Context: an optimization exercise on an open-source flow, tuned for small area and a short achievable clock period. The choices shown serve that exercise and are no tape-out recipe. The RTL was checked by simulation tests, not by an equivalence proof against the original design. Power and IR drop assume default switching activity.

==> flow/design.v (excerpt) <==
module periph_top (
    input  logic        clk,
    input  logic        rst,
    input  logic        req_cyc,
    input  logic        req_stb,
    input  logic        req_we,
    input  logic [3:0]  req_adr,
    input  logic [3:0]  req_sel,
    input  logic [31:0] req_wdata,
    output logic [31:0] rdata,
    output logic        ack,
    input  logic [31:0] gpio_in,
    output logic [31:0] gpio_out,
    output logic [31:0] gpio_dir,
    input  logic [7:0]  ext_irq,
    input  logic        irq_ack,
    input  logic        irq_exit,
    output logic        cpu_irq
);
export LEC_CHECK = 0
export ABC_AREA = 1
export CAP_MARGIN = 20
export CORE_MARGIN = 2
export CORE_UTILIZATION = 60
export CTS_CLUSTER_DIAMETER = 70
export CTS_CLUSTER_SIZE = 36
export GPL_TIMING_DRIVEN = 0
export SETUP_SLACK_MARGIN = 2.45
export SLEW_MARGIN = 20
create_clock -name core_clock -period 5.0 [get_ports {clk}]
standard.sh (not shown) runs the stock make flow with config.mk's settings and CLKGATE_MAP_FILE= SYNTH_SCRIPT=/design/flow/synth_recipe.tcl, a recipe that flattens the netlist after the stock synthesis.
==> flow/flow/run.sh <==
#!/bin/bash
# The standard layout with two changes, both through ORFS's own hooks:
# every port is buffered by a plain buf_1 instead of the delay buffer that
# buffer_ports picks on its own (timing repair sizes them up where a path
# needs it), and after floorplanning cpu_irq.tcl rebuilds the cpu_irq gates
# in two levels. Each tool's full output stays in orfs/logs; make's in
# standard.log.
set -euo pipefail
here=$(pwd)
export BUFFER_PORTS_ARGS="-buffer_cell sky130_fd_sc_hd__buf_1"
export POST_FLOORPLAN_TCL="$here/flow/cpu_irq.tcl"
bash standard.sh > standard.log 2>&1
Other scripts of this flow, unchanged in this note and not shown: flow/flow/cpu_irq.tcl
The first run passed the timing, DRC and antenna checks.
Next try:
--- a/flow/config.mk
+++ b/flow/config.mk
@@ -12,3 +12,2 @@
-export CTS_CLUSTER_DIAMETER = 70
-export CTS_CLUSTER_SIZE = 36
-export GPL_TIMING_DRIVEN = 0
+export CTS_CLUSTER_DIAMETER = 65
+export CTS_CLUSTER_SIZE = 33
- power goes up by 0.55%
- die area stays the same
- final area drops by 1.5%
- setup slack improves by 63 ps
- clock power rises by about 2%
- core utilization falls by 1.1 points
Next try:
--- a/flow/config.mk
+++ b/flow/config.mk
@@ -12,2 +12,2 @@
-export CTS_CLUSTER_DIAMETER = 65
-export CTS_CLUSTER_SIZE = 33
+export CTS_CLUSTER_DIAMETER = 60
+export CTS_CLUSTER_SIZE = 30
After rerunning: The new run finished clean; first-iteration DRC count came out lower by a few percent; sequential cell count does not change; cell count rose slightly; combinational power barely changes; setup slack got worse by 11 ps; maximum frequency decreases slightly.
Next try:
--- a/flow/config.mk
+++ b/flow/config.mk
@@ -9 +9 @@
-export CAP_MARGIN = 20
+export CAP_MARGIN = 5
@@ -12,2 +12,2 @@
-export CTS_CLUSTER_DIAMETER = 60
-export CTS_CLUSTER_SIZE = 30
+export CTS_CLUSTER_DIAMETER = 65
+export CTS_CLUSTER_SIZE = 33
@@ -15 +15 @@
-export SLEW_MARGIN = 20
+export SLEW_MARGIN = 5
The new run finished with timing, DRC and antenna clean; clock power is lower by 13%; core utilization is lower by 1.1 points; via count hardly moves; sequential power is about the same; area after synthesis stays the same; final cell count is lower by 0.55%; setup slack gets better by 11 ps; power is lower by 5.3%.

========
## lane 1
periph_top, a different RTL version from the one above (not shown whole).
For scale: roughly 470 flip-flops, roughly 190 I/O pins.
==> flow/config.mk <==
export PLATFORM = sky130hd
export DESIGN_NAME = periph_top
export DESIGN_NICKNAME = periph_top
export VERILOG_FILES = /design/flow/design.v
export SDC_FILE = /design/flow/constraint.sdc
export NUM_CORES = 4
export LEC_CHECK = 0
export CAP_MARGIN = 20
export CORE_MARGIN = 2
export CORE_UTILIZATION = 60
export CTS_CLUSTER_DIAMETER = 70
export CTS_CLUSTER_SIZE = 36
export SETUP_SLACK_MARGIN = 2.45
export SLEW_MARGIN = 20
==> flow/constraint.sdc <==
create_clock -name core_clock -period 5.0 [get_ports {clk}]
set_input_delay 1.0000 -clock core_clock [delete_from_list [all_inputs] [get_ports {clk}]]
set_output_delay 1.0000 -clock core_clock [all_outputs]
set_load 0.01 [all_outputs]
Scripts as last shown in full above: flow/flow/run.sh
Other scripts of this flow, unchanged in this note and not shown: flow/flow/cpu_irq.tcl
Every stage of the flow completed for lane 1, and the final layout passed the timing, DRC and antenna checks.
Inputs modified between lane 1 and lane 2:
Settings: CTS_CLUSTER_SIZE: 36 -> 33; CTS_CLUSTER_DIAMETER: 70 -> 65.
Notes after the runs:
- Compared with lane 1, lane 2 shows a sequential share of layout area that is 0.56 points lower.
- Lane 2 against lane 1: maximum frequency from static timing analysis neither gained nor lost much, met2 layer wire length in the routed design lost 82 um.
- Non-clock buffer count, lane 1 and lane 2, lower one = lane 1.
- Re portion of total power attributed to combinational logic: lane 1 and lane 2 aren't equal, and the higher value belongs to lane 1.
- Lane 2 against lane 1: delay contributed by the slowest stage of the critical path went down; count of input and output buffers did not really move; leakage power total went up; cell area went up; xor and xnor area share after synthesis did not really move.
- Compared lane 2 against lane 1; portion of the clock cycle consumed by the worst path in the final layout within noise.

## static timing again, ports no longer ideal
Ports are ideal in the flow. The routed layouts listed here were re-timed in OpenROAD. Step 1 assumes that a clkbuf_16 drives the clock port and a buf_2 every other input. Step 2, shift: input delay + t, output delay - t, t = (earliest + latest rising clock arrival at the registers) / 2. This alone moves slack from input paths to output paths. Three values: ideal, step 1, step 2; two values: the first two.
run	t, ns	slack for setup (ns)	hold slack, ns	clock arrival spread, ns	pins driven straight from the clock port
the first run of note 1	0.627	2.332 / 2.331 / 1.705	0.363 / 0.363 / 0.363	0.025 / 0.025	1
the second run of note 1	0.619	2.394 / 2.355 / 1.829	0.361 / 0.361 / 0.361	0.021 / 0.022	1
the third run of note 1	0.581	2.384 / 2.348 / 1.854	0.361 / 0.361 / 0.361	0.015 / 0.015	1
the fourth run of note 1	0.619	2.394 / 2.355 / 1.829	0.361 / 0.361 / 0.361	0.021 / 0.022	1
lane 1	0.622	2.274 / 2.235 / 1.908	0.379 / 0.379 / 0.379	0.040 / 0.040	1
lane 2	0.581	2.270 / 2.230 / 1.974	0.374 / 0.374 / 0.374	0.028 / 0.027	1
After both steps every run listed still meets setup and hold. The setup slack of the first run of note 1, which loses most, moves by -0.001 ns with the drivers and by -0.627 ns with both steps.
